From an optimization exercise on the open Yosys and OpenROAD flow, aimed at small area; shortcuts taken in it are not production practice.
In this exercise RTL edits were held to simulation tests only and were not proved equivalent to the original.

File: flow/config.mk
export PLATFORM = sky130hd
export DESIGN_NAME = calc_top
export DESIGN_NICKNAME = calc_top
export VERILOG_FILES = /design/flow/design.v
export SDC_FILE = /design/flow/constraint.sdc
export NUM_CORES = 4
export LEC_CHECK = 0
export ABC_AREA = 1
export CAP_MARGIN = 20
export CORE_MARGIN = 2
export CORE_UTILIZATION = 60
export CTS_BUF_LIST = sky130_fd_sc_hd__clkbuf_4
export CTS_CLUSTER_SIZE = 40
export SLEW_MARGIN = 20
File: flow/run.sh
#!/bin/bash
# synth_recipe.tcl (not shown) runs the flow's synth.tcl, then flattens the netlist and writes it again
# the make line also repeats each setting of config.mk as NAME=value (left out here)
make -C /OpenROAD-flow-scripts/flow DESIGN_CONFIG=/design/flow/config.mk WORK_HOME=/design/flow/orfs CLKGATE_MAP_FILE= SYNTH_SCRIPT=/design/flow/synth_recipe.tcl finish
File: flow/design.v
package calc_pkg;
  localparam int DATA_W  = 16;   
  localparam int DIGIT_W = 4;    
  localparam int KEY_W   = 5;    
  typedef logic [DATA_W-1:0] data_t;
  typedef enum logic [1:0] {
    OP_ADD = 2'd0,
    OP_SUB = 2'd1,
    OP_MUL = 2'd2,
    OP_DIV = 2'd3
  } op_t;
  localparam logic [DIGIT_W-1:0] KEY_NEG = 4'd4;   
  localparam logic [DIGIT_W-1:0] KEY_EQ  = 4'd5;   
  localparam logic [DIGIT_W-1:0] KEY_AC  = 4'd6;   
  typedef struct packed {
    logic               is_func;   
    logic [DIGIT_W-1:0] value;     
  } digit_key_t;
  typedef struct packed {
    logic               is_func;   
    logic [DIGIT_W-1:0] code;      
  } func_key_t;
  typedef union packed {
    digit_key_t digit;
    func_key_t  func;
  } key_code_t;
endpackage
`timescale 1ns/1ns
module calc_top (
  input  logic                       clk,
  input  logic                       rst_n,
  input  logic [calc_pkg::KEY_W-1:0] i_key,
  input  logic                       i_key_valid,
  output logic                       o_key_ready,
  input  logic                       i_signed_mode,
  output calc_pkg::data_t            o_disp_data,
  output logic                       o_disp_valid,
  input  logic                       i_disp_ready,
  output logic [3:0]                 o_op_lamps,
  output logic                       o_error
);
  localparam logic [3:0] U_IDLE = 4'd0;    
  localparam logic [3:0] U_SHOW = 4'd1;    
  localparam logic [3:0] U_CLRS = 4'd2;    
  localparam logic [3:0] U_PCLR = 4'd3;    
  localparam logic [3:0] U_PMOV = 4'd4;    
  localparam logic [3:0] U_FIX  = 4'd5;    
  localparam logic [3:0] U_NEG  = 4'd6;    
  localparam logic [3:0] U_CPYS = 4'd7;    
  localparam logic [3:0] U_CPYN = 4'd8;    
  localparam logic [3:0] U_CPYC = 4'd9;    
  localparam logic [3:0] U_DA   = 4'd10;   
  localparam logic [3:0] U_DIV  = 4'd11;   
  localparam logic [3:0] U_ADD  = 4'd12;   
  localparam logic [3:0] U_SUB  = 4'd13;
  localparam logic [3:0] U_MUL  = 4'd14;
  localparam logic [3:0] U_DZ   = 4'd15;   
  localparam logic [2:0] M_A   = 3'd0;   
  localparam logic [2:0] M_B0  = 3'd1;   
  localparam logic [2:0] M_B1  = 3'd2;   
  localparam logic [2:0] M_EQ  = 3'd3;   
  localparam logic [2:0] M_ERR = 3'd4;   
  localparam logic [2:0] M_B0M = 3'd5;   
  localparam logic [2:0] M_EQM = 3'd7;   
  logic [3:0]  u;
  logic [3:0]  cnt;
  logic [2:0]  mode;
  logic        neg;     
  logic [1:0]  op;
  logic        negq;    
  logic        nega;    
  logic [15:0] x;
  logic [15:0] y;
  logic [16:0] z;
  logic        p_y, p_z, p_b, p_16, q_g, q_inv, a_cin;
  logic [16:0] p, q, s;
  assign p[15:0] = (p_y ? y : 16'd0) | (p_z ? {z[14:0], 1'b0} : 16'd0) |
                   {11'd0, p_16, 3'd0, p_b};
  assign p[16]   = p_z & z[15];
  assign q       = {q_inv, ({16{q_g}} & x) ^ {16{q_inv}}};
  logic [17:0] c;
  assign c[0] = a_cin;
  for (genvar i = 0; i < 17; i++)
  begin : g_add
    assign s[i]   = p[i] ^ q[i] ^ c[i];
    assign c[i+1] = (p[i] & q[i]) | (p[i] & c[i]) | (q[i] & c[i]);
  end
  logic cnt0, cnt15, sgn;
  assign cnt0  = (cnt == 4'd0);
  assign cnt15 = (cnt == 4'd15);
  assign sgn   = i_signed_mode;
  always_comb
  begin
    p_y   = 1'b0;
    p_z   = 1'b0;
    p_b   = 1'b0;
    p_16  = 1'b0;
    q_g   = 1'b0;
    q_inv = 1'b0;
    a_cin = 1'b0;
    case (u)
      U_PMOV: q_g = 1'b1;
      U_FIX:  begin p_16 = 1'b1; q_g = 1'b1; q_inv = 1'b1; a_cin = 1'b1; end
      U_NEG, U_DZ: begin q_g = 1'b1; q_inv = 1'b1; a_cin = 1'b1; end
      U_CPYS, U_CPYN, U_CPYC: p_y = 1'b1;
      U_ADD:  begin p_y = 1'b1; q_g = 1'b1; end
      U_SUB:  begin p_y = 1'b1; q_g = 1'b1; q_inv = 1'b1; a_cin = 1'b1; end
      U_DA:   begin p_y = 1'b1; q_inv = 1'b1; end
      U_MUL:  begin p_z = !cnt0; q_g = y[15]; end
      U_DIV:
      begin
        p_z   = !cnt0;
        p_b   = y[15] ^ nega;
        q_g   = 1'b1;
        q_inv = cnt0 | !z[16];
        a_cin = cnt0 | !z[16];
      end
      default: ;
    endcase
  end
  logic       kf;
  logic       is_func;
  logic [3:0] code;
  logic [3:0] dd;      
  assign kf      = (u == U_IDLE) && i_key_valid;
  assign is_func = i_key[4];
  assign code    = i_key[3:0];
  assign dd      = neg ? (4'd0 - code) : code;
  logic [3:0] calc_u;
  assign calc_u = {2'b11, op};
  assign o_key_ready  = (u == U_IDLE);
  assign o_disp_valid = (u == U_SHOW);
  assign o_disp_data  = x;
  assign o_error      = (mode == M_ERR);
  assign o_op_lamps   = ((mode == M_B0) || (mode == M_B1) || (mode == M_B0M)) ?
                        (4'b0001 << op) : 4'b0000;
  always_ff @(posedge clk or negedge rst_n)
  begin
    if (!rst_n)
    begin
      u    <= U_CLRS;
      cnt  <= 4'd0;
      mode <= M_A;
      neg  <= 1'b0;
    end
    else
    begin
      case (u)
        U_IDLE:
        begin
          if (kf)
          begin
            if (is_func && code == calc_pkg::KEY_AC)
            begin
              mode <= M_A;
              neg  <= 1'b0;
              u    <= U_CLRS;
            end
            else if (mode != M_ERR)
            begin
              if (!is_func)
              begin
                if (mode == M_EQ)
                  mode <= M_A;
                else if (mode == M_B0)
                  mode <= M_B1;
                u <= (neg && code != 4'd0) ? U_FIX : U_SHOW;
              end
              else if (code == calc_pkg::KEY_NEG)
              begin
                if (sgn)
                begin
                  if (mode == M_EQ)
                  begin
                    mode <= M_EQM;
                    u    <= U_CPYN;
                  end
                  else
                  begin
                    neg <= !neg;
                    u   <= U_NEG;
                  end
                end
              end
              else if (code[3:2] == 2'b00)
              begin
                if (mode == M_B1)
                begin
                  neg  <= 1'b0;
                  mode <= M_B0M;
                  u    <= calc_u;
                end
                else if (mode == M_A)
                begin
                  neg  <= 1'b0;
                  mode <= M_B0M;
                  u    <= U_SHOW;
                end
                else
                begin
                  mode <= M_B0M;
                  u    <= U_CPYS;
                end
              end
              else if (code == calc_pkg::KEY_EQ)
              begin
                if (mode == M_B1)
                begin
                  neg  <= 1'b0;
                  mode <= M_EQM;
                  u    <= calc_u;
                end
                else if (mode == M_B0)
                begin
                  neg  <= 1'b0;
                  mode <= M_EQM;
                  u    <= U_CPYC;
                end
              end
            end
          end
        end
        U_SHOW:
        begin
          if (i_disp_ready)
            u <= (mode == M_B0M || mode == M_EQM) ? U_PMOV : U_IDLE;
        end
        U_CLRS: u <= U_SHOW;
        U_PCLR:
        begin
          mode <= (mode == M_B0M) ? M_B0 : M_EQ;
          u    <= U_IDLE;
        end
        U_PMOV: u <= U_PCLR;
        U_FIX:  u <= U_NEG;
        U_NEG:  u <= U_SHOW;
        U_CPYS: u <= U_SHOW;
        U_CPYN: u <= U_NEG;
        U_CPYC: u <= calc_u;
        U_DA:   u <= U_DIV;
        U_DIV:
        begin
          cnt <= cnt + 4'd1;
          if (cnt15)
            u <= U_CPYN;
        end
        U_ADD:  u <= U_SHOW;
        U_SUB:  u <= U_SHOW;
        U_MUL:
        begin
          cnt <= cnt + 4'd1;
          if (cnt15)
            u <= U_SHOW;
        end
        U_DZ:
        begin
          if (!s[16])
          begin
            mode <= M_ERR;   
            u    <= U_IDLE;
          end
          else
            u <= U_DA;
        end
        default: ;
      endcase
    end
  end
  always_ff @(posedge clk)
  begin
    if (kf && is_func && code[3:2] == 2'b00 && mode != M_ERR)
      op <= code[1:0];
    if (kf && is_func && code == calc_pkg::KEY_NEG)
      negq <= 1'b1;
    if (u == U_FIX)
      negq <= 1'b1;
    if (u == U_DZ)
      negq <= sgn && x[15];
    if (u == U_DA)
    begin
      negq <= negq ^ (sgn && y[15]);
      nega <= sgn && y[15];
    end
  end
  always_ff @(posedge clk)
  begin
    z <= s;
    if (kf && !is_func && mode != M_ERR)
      x <= {x[11:0], dd};
    else if ((u == U_CLRS) || (u == U_PCLR) || (u == U_FIX) || (u == U_ADD) ||
             (u == U_SUB) || (u == U_CPYS) || (u == U_CPYN) || (u == U_CPYC) ||
             (u == U_NEG && negq) || (u == U_DZ && sgn && x[15]) ||
             (u == U_MUL && cnt15))
      x <= s[15:0];
    if ((u == U_PMOV) || (u == U_DA && sgn && y[15]))
      y <= s[15:0];
    else if ((u == U_MUL) || (u == U_DIV))
      y <= {y[14:0], !s[16]};
  end
endmodule
File: flow/constraint.sdc
create_clock -name core_clock -period 45.0 [get_ports {clk}]
set_input_delay 9.0000 -clock core_clock [delete_from_list [all_inputs] [get_ports {clk}]]
set_output_delay 9.0000 -clock core_clock [all_outputs]
set_load 0.01 [all_outputs]
==> impl_summary.txt, run 1 <==
----------------------------------------------------
[Layout]
  Number of standard cells in the layout, taps in and fillers out ... 597
  Diode count ... 0
  Number of fill cells ... 554
  Fraction of layout instances using a drive strength above 1 ... 8.85%
  Commonest cells after routing, fill and taps aside ... nand2_1, inv_1, o21ai_0, nor2_1, edfxtp_1
  Total area of multi-input combinational cells ... 2020 um^2
  Growth of design area from synthesis to finish ... 11.5%
  Net count, final ... 546
  Leading cell type in the layout, fill and taps excluded ... nand2_1
  Sequential cell area ... 1720 um^2

[Yosys]
  Synthesized cell area ... 4060 um^2
  Warnings, synthesis ... 1
  Register area share after synthesis ... 42.4%
  Flop and latch count out of synthesis ... 65
  Library cells used by synthesis ... 43
  Count of flip-flops with a built-in enable after synthesis ... 36
  Syn_nets ... 514
  Async set-or-reset flop fraction in the synthesized netlist ... 18.5%
  Post-Synthesis Cells ... 483
  Average cell area after synthesis ... 8.41 um^2
  Dominant synthesized flop cell ... edfxtp_1

[STA]
  Max-slew violation count ... 0
  Smallest setup slack after layout ... 33.80 ns
  Clock Skew ... 0.0149 ns
  Headroom to the max-slew limit ... 46.1%
  Final total negative setup slack ... 0 ns
  Slew at the pin with the worst max-slew slack ... 0.808 ns
  RSZ-0062 raised after global routing ... no
  Fin crit period ... 11.20 ns
  Final setup fails ... 0
  Fin. Hold Viols ... 0
  Highest Clock Rate ... 89.3 MHz
  Final cycle utilization of the critical path ... 24.9%

[Place]
  Total placed cells including tap cells ... 581
  Half-perimeter wire length after detailed placement ... 6.96 mm
  Final estimated routing congestion in global placement ... 0.951
  Setup WS pre-CTS ... 33.57 ns
  Count of buffers from port buffering ... 32

[Job]
  Max-capacitance violation count ... 0

[Clock network]
  Clock buffer depth ... 2
  Root buffer cell ... clkbuf_4
  Clock H-tree levels ... 3
  Number of hold-repair buffers added at the cts stage ... 0
  TritonCTS clock tree ... built
  Clock buffer count from CTS ... 9
  Number of sinks driven by the clock tree ... 65
  Buffers inserted by post-CTS timing repair ... 0
  Post-CTS clock slew at the launch and capture registers of the worst setup and hold paths ... 0.11 ns
  Post-cts gate resize count ... 0
  Clock latency at the later pin of the worst-skew pair ... 0.42 ns

[Global routing]
  Sum of overflow across all layers after global routing ... 0
  All-layer global routing usage ... 26.7%
  Vias in the first global route ... 3140
  Wire length of the first global-routing pass ... 15.2 mm
  Number of antenna violations at the first check in global routing ... 0
  Maximum number of pins on one net before global-route repair ... 33

[Floorplan]
  Initial Util ... 62.9%
  Die ar. ... 7440 um^2
  Std-Cell Rows ... 29
  Number of top-level pins ... 33
  Die Ht ... 86.3 um
  Die width ... 86.3 um
  Placeable core region ... 6460 um^2

[Hold path]
  Hold WC Path Type ... flop to flop
  Hold_sp ... cnt[0]
  Cell depth of the worst hold path ... 1

[Detailed routing]
  Iteration count of the initial detailed-routing pass ... 5
  Routed via count ... 3343
  Post-DR vias/cell ... 5.60
  WL per Instance ... 15.2 um
  Drc violations ... 0
  Antenna-violating nets left ... 0
  Violation count after the first detailed-route iteration ... 423
  Final wirelength ... 9.08 mm

[Setup path]
  Max stage delay cell, worst path ... clkdlybuf4s50_1
  Max stage delay on crit path ... 0.57 ns
  Worst Setup SP ... mode[0]
  Beginning of the worst register-to-register path ... u[1]
  Data arrival, critical path ... 2.20 ns
  CP Max Fanout ... 8
  Cell with the most instances on the worst path ... nor3_1
  Reg2reg path depth ... 31
  Critical path, cell by cell ... inv_1 -> nor3_1 -> nor2_1 -> nor3_1 -> clkdlybuf4s50_1
  Data required time of the critical path ... 36.00 ns
  Kind of capture point of the worst setup path ... output pin
  WS Path Type ... flop to output pin
  Sort of element at the start of the critical path ... flop

[Status]
  Result of the run ... no timing/DRC/antenna violations

----------------------------------------------------
## metrics by stage
stage	util (%)	hold WS, ns	instance area (um^2)
finish	70.1	0.534	4530
global route	70.1	0.550	4530
CTS	70.1	0.540	4530
detailed placement	68.3	0.522	4410
global placement	68.3	0.518	4410
floorplan	-	0.484	4060
## cell usage after synthesis, types with 2 or more instances
library cell | count | area share (%)
nand2_1 | 139 | 13
inv_1 | 59 | 5.5
o21ai_0 | 42 | 5.2
edfxtp_1 | 36 | 27
nor2_1 | 36 | 3.3
xor2_1 | 21 | 4.5
dfxtp_1 | 17 | 8.4
fa_1 | 16 | 7.9
nand3_1 | 14 | 1.7
dfrtp_1 | 11 | 6.8
a21oi_1 | 10 | 1.2
nor3_1 | 9 | 1.1
nand2_2 | 8 | 1.2
buf_2 | 7 | 0.86
o211ai_1 | 7 | 1.3
inv_2 | 6 | 0.55
ha_1 | 5 | 1.5
nand4_1 | 5 | 0.77
nand3_4 | 3 | 1.3
o22ai_1 | 3 | 0.46
a31oi_1 | 2 | 0.31
clkbuf_1 | 2 | 0.18
nand3b_1 | 2 | 0.37
nor2_2 | 2 | 0.31
nor2_4 | 2 | 0.55
xnor2_1 | 2 | 0.43
## final cells by class
| class | instances | share of cell area, % |
|---|---|---|
| multi-input combinational | 341 | 44.7 |
| sequential | 65 | 38.1 |
| tap | 77 | 2.13 |
| timing repair buffer | 32 | 7.08 |
| inverter | 66 | 5.50 |
| clock inverter | 5 | 0.719 |
| clock buffer | 11 | 1.82 |
## layer usage
metal | part of all wire (%) | vias to the layer above | GRT usage, %
li1 | - | 1623 | -
met2 | 41 | 147 | 37.7
met5 | 0 | - | 0
met4 | 1.1 | 0 | 7.67
met1 | 48 | 1562 | 40.7
met3 | 9.9 | 11 | 7.05
## critical path: cells and delay by family, from the launching register on
family        cells  cell delay (ns)
simple gates      3             0.59
buf+inv           2             0.68
flops             1             0.52
## worst paths after layout
kind	to	slack [ns]
worst max-delay path	o_op_lamps[1]	33.80
worst min-delay path	cnt[0]	0.53
worst max register to register	mode[2]	35.24
worst min register to register	cnt[0]	0.53
max in group asynchronous	neg	35.68
min in group asynchronous	u[2]	8.94
## logic make-up (layout without fill, tap and decap cells)
group / count (synthesis) / count (layout) / share of synthesized area (%)
AO/OA/AOI/OAI: 70 / 70 / 9.71
XOR/XNOR: 23 / 23 / 4.96
adder cells (fa/ha/maj): 21 / 21 / 9.43
buffers and inverters: 77 / 114 / 7.73
flip-flops: 65 / 65 / 42.4
AND/OR/NAND/NOR: 227 / 227 / 25.7
## registers in the layout (all words and copies together), names as in the netlist
name / cells
op: 2
u: 4
nega: 1
cnt: 4
y: 16
negq: 1
z: 17
neg: 1
x: 16
mode: 3
==> run 2: changes to the inputs <==
--- a/flow/config.mk
+++ b/flow/config.mk
@@ -9,6 +9,4 @@
 export CAP_MARGIN = 20
 export CORE_MARGIN = 2
 export CORE_UTILIZATION = 60
-export CTS_BUF_LIST = sky130_fd_sc_hd__clkbuf_4
-export CTS_CLUSTER_SIZE = 40
 export SLEW_MARGIN = 20
==> run 2 against run 1 <==
Still clean on timing, DRC and antenna. Utilization up 0.76 points. Flip-flop and latch count unchanged. Synthesized cell count did not move. Area after synthesis unchanged. Hold slack lost 0.0055 ns. Critical path depth is the same. First-iteration DRC count down 15%. Via count fell by 0.87%. Die area stayed put.
==> impl_summary.txt, run 2 <==
----------------------------------------------------
[Setup path]
  Cell with the most instances on the worst path ... nor3_1
  Critical path, cell by cell ... inv_1 -> nor3_1 -> nor2_1 -> nor3_1 -> clkdlybuf4s50_1
  Max stage delay cell, worst path ... clkdlybuf4s50_1
  Worst path bufs/invs ... 2 (unchanged)
  CP top delay family ... buffers and inverters
  Sort of element at the start of the critical path ... flop
  Data required time of the critical path ... 36.00 ns (about the same)
  Max stage delay on crit path ... 0.57 ns (about the same)
  Data arrival, critical path ... 2.13 ns (-0.07 ns)
  WS Path Type ... flop to output pin
  CP Max Fanout ... 8 (unchanged)
  Kind of capture point of the worst setup path ... output pin

[Yosys]
  Flop and latch count out of synthesis ... 65 (unchanged)
  Most numerous cell types in the synthesized netlist ... nand2_1, inv_1, o21ai_0
  Library cells used by synthesis ... 43 (unchanged)
  Top cells by area, synth ... edfxtp_1, nand2_1, dfxtp_1
  Fraction of the mapped netlist area in compound gates ... 9.71% (unchanged)
  Async set-or-reset flop fraction in the synthesized netlist ... 18.5% (unchanged)
  Syn_nets ... 514 (unchanged)
  Warnings, synthesis ... 1 (unchanged)
  Count of flip-flops with a built-in enable after synthesis ... 36 (unchanged)
  Post-Synth Adder-Cell Area ... 9.43% (unchanged)
  Area share of the largest cell type after synthesis ... 26.6% (unchanged)
  Area leader, netlist ... edfxtp_1
  Largest family of logic cells by synthesized area ... simple AND/OR/NAND/NOR gates
  Post-Synthesis Cells ... 483 (unchanged)
  Register area share after synthesis ... 42.4% (unchanged)
  Synthesized cell area ... 4060 um^2 (unchanged)
  Synthesized-area fraction occupied by and/or/nand/nor cells ... 25.7% (unchanged)
  Cell with the most instances after synthesis ... nand2_1
  Average cell area after synthesis ... 8.41 um^2 (unchanged)
  Xor/xnor cell area share of the yosys netlist ... 4.96% (unchanged)
  Dominant synthesized flop cell ... edfxtp_1
  Proportion of synthesized area in mux cells ... 0% (unchanged)

[Detailed routing]
  WL per Instance ... 15.4 um (+1.2%)
  Final wirelength ... 9.18 mm (+1.2%)
  Antenna-violating nets left ... 0 (unchanged)
  Routed via count ... 3314 (-0.87%)
  Drc violations ... 0 (unchanged)
  Violation count after the first detailed-route iteration ... 359 (-15%)
  Post-DR vias/cell ... 5.55 (-0.87%)
  Iteration count of the initial detailed-routing pass ... 5 (unchanged)

[Layout]
  Fraction of layout instances using a drive strength above 1 ... 8.46% (-0.38 points)
  Leading cell type in the layout, fill and taps excluded ... nand2_1
  Commonest cells after routing, fill and taps aside ... nand2_1, inv_1, o21ai_0, nor2_1, edfxtp_1
  Register with the most flip-flops ... z
  Final Cell Area ... 4580 um^2 (+1.1%)
  Diode count ... 0 (unchanged)
  Max reg flops ... 17 (unchanged)
  Largest registers ... z (17), x (16), y (16)
  Net count, final ... 546 (unchanged)
  Growth of design area from synthesis to finish ... 12.7%

[Clock network]
  Clock buffer depth ... 2 (unchanged)
  Root buffer cell ... clkbuf_8
  Buffers inserted by post-CTS timing repair ... 0 (unchanged)
  Post-CTS clock slew at the launch and capture registers of the worst setup and hold paths ... 0.07 ns (-0.04 ns)
  TritonCTS clock tree ... built
  Clock buffer count from CTS ... 9 (unchanged)
  Number of hold-repair buffers added at the cts stage ... 0 (unchanged)
  Post-cts gate resize count ... 0 (unchanged)
  Clock latency at the later pin of the worst-skew pair ... 0.35 ns (-0.07 ns)
  Clock H-tree levels ... 3 (unchanged)
  Number of sinks driven by the clock tree ... 65 (unchanged)

[STA]
  Headroom to the max-slew limit ... 45.2% (-0.86 points)
  Final cycle utilization of the critical path ... 24.7% (-0.16 points)
  Fin crit period ... 11.13 ns (-0.0738 ns)
  Final-layout worst hold slack ... 0.529 ns (-0.00553 ns)
  Slew at the pin with the worst max-slew slack ... 0.821 ns (+0.0129 ns)
  Final total negative setup slack ... 0 ns (unchanged)
  Max-slew violation count ... 0 (unchanged)
  Highest Clock Rate ... 89.9 MHz (+0.66%)
  Smallest setup slack after layout ... 33.87 ns (+0.0738 ns)
  RSZ-0062 raised after global routing ... no
  Final setup fails ... 0 (unchanged)
  Clock Skew ... 0.0103 ns (-0.00460 ns)
  Fin. Hold Viols ... 0 (unchanged)

[Status]
  Result of the run ... no timing/DRC/antenna violations

[Floorplan]
  Die Ht ... 86.3 um (unchanged)
  Std-Cell Rows ... 29 (unchanged)
  Die width ... 86.3 um (unchanged)
  Initial Util ... 62.9% (unchanged)
  Die ar. ... 7440 um^2 (unchanged)
  Placeable core region ... 6460 um^2 (unchanged)
  Number of top-level pins ... 33 (unchanged)

[Global routing]
  All-layer global routing usage ... 26.9% (+0.14 points)
  Vias in the first global route ... 3112 (-0.89%)
  Sum of overflow across all layers after global routing ... 0 (unchanged)
  Maximum number of pins on one net before global-route repair ... 33 (unchanged)
  Number of antenna violations at the first check in global routing ... 0 (unchanged)
  Wire length of the first global-routing pass ... 15.2 mm (about the same)

[Place]
  Count of buffers from port buffering ... 32 (unchanged)
  Setup WS pre-CTS ... 33.57 ns (unchanged)
  Half-perimeter wire length after detailed placement ... 6.96 mm (unchanged)
  Placed Instance Area ... 4410 um^2 (unchanged)
  Final estimated routing congestion in global placement ... 0.951 (unchanged)

[Hold path]
  Hold WC Path Type ... flop to flop

[Job]
  Max-capacitance violation count ... 0 (unchanged)

----------------------------------------------------
-- run 2: cell counts after synthesis --
No cell type changed its count.
-- run 2: layout make-up --
| cell class | count | area (um^2) |
|---|---|---|
| inverter | 66 | 249 |
| tap | 77 | 96.3 |
| multi-input combinational | 341 | 2020 |
| clock inverter | 5 | 32.5 |
| clock buffer | 11 | 131 |
| sequential | 65 | 1720 |
| timing repair buffer | 32 | 320 |
| fill | 545 | 1880 |
-- run 2: logic make-up after synthesis --
logic type | count (synthesis)
adder cells (fa/ha/maj) | 21
AND/OR/NAND/NOR | 227
buffers and inverters | 77
XOR/XNOR | 23
AO/OA/AOI/OAI | 70
flip-flops | 65
-- run 2: worst reg2reg max path: cells and delay by family, from the launching register on --
| kind | cells | cell delay, ns |
|---|---|---|
| xor+xnor | 1 | 0.11 |
| fa+ha+maj | 16 | 7.06 |
| buf+inv | 2 | 0.16 |
| flops | 1 | 0.56 |
| simple gates | 12 | 1.71 |
-- run 2: path summary, 6_finish.rpt --
kind,from,slack (ns),depth (start not counted),end
worst max-delay path,mode[0],33.87,5,o_op_lamps[1]
worst min-delay path,cnt[0],0.53,1,cnt[0]
worst max register to register,u[1],35.29,31,mode[2]
worst min register to register,cnt[0],0.53,1,cnt[0]
max in group asynchronous,rst_n,35.59,1,neg
min in group asynchronous,rst_n,9.03,1,u[2]
-- run 2: stage by stage --
stage	cells	util, %
finish	597	70.8
global route	597	70.8
global placement	581	68.3
floorplan	483	-
CTS	597	70.8
detailed placement	581	68.3
-- run 2: metal layers --
layer	share of wire [%]	global-route usage (%)	vias up
li1	-	-	1625
met1	49	40.2	1550
met2	42	37.6	131
met3	8.5	7.24	8
met4	1.3	9.66	0
met5	0	0	-

-- re-timing with driven ports --
How much do the figures lean on ideal ports? The routed layouts below were timed once more, with nothing changed but the port constraints.
Step 1 assumes that a clkbuf_16 drives the clock port and a buf_2 every other input.
Step 2 moves the port delays by t, midway between the first and last clock arrival at a register: inputs arrive t later, outputs are due t later. That takes back most of the time a late clock gives input paths.
a / b / c = ideal / step 1 / step 2; a / b = the first two.
run	t, ns	setup slack, ns	hold WS [ns]	worst setup path at the end	worst slew at a driven data input, ns
run 1	0.441	33.797 / 33.770 / 33.585	0.534 / 0.534 / 0.534	input to register	0.03
run 2	0.373	33.870 / 33.838 / 33.581	0.529 / 0.529 / 0.529	input to register	0.03
After both steps setup and hold are still met in every run listed. The setup slack of run 2, which loses most, moves by -0.032 ns with the drivers and by -0.289 ns with both steps.
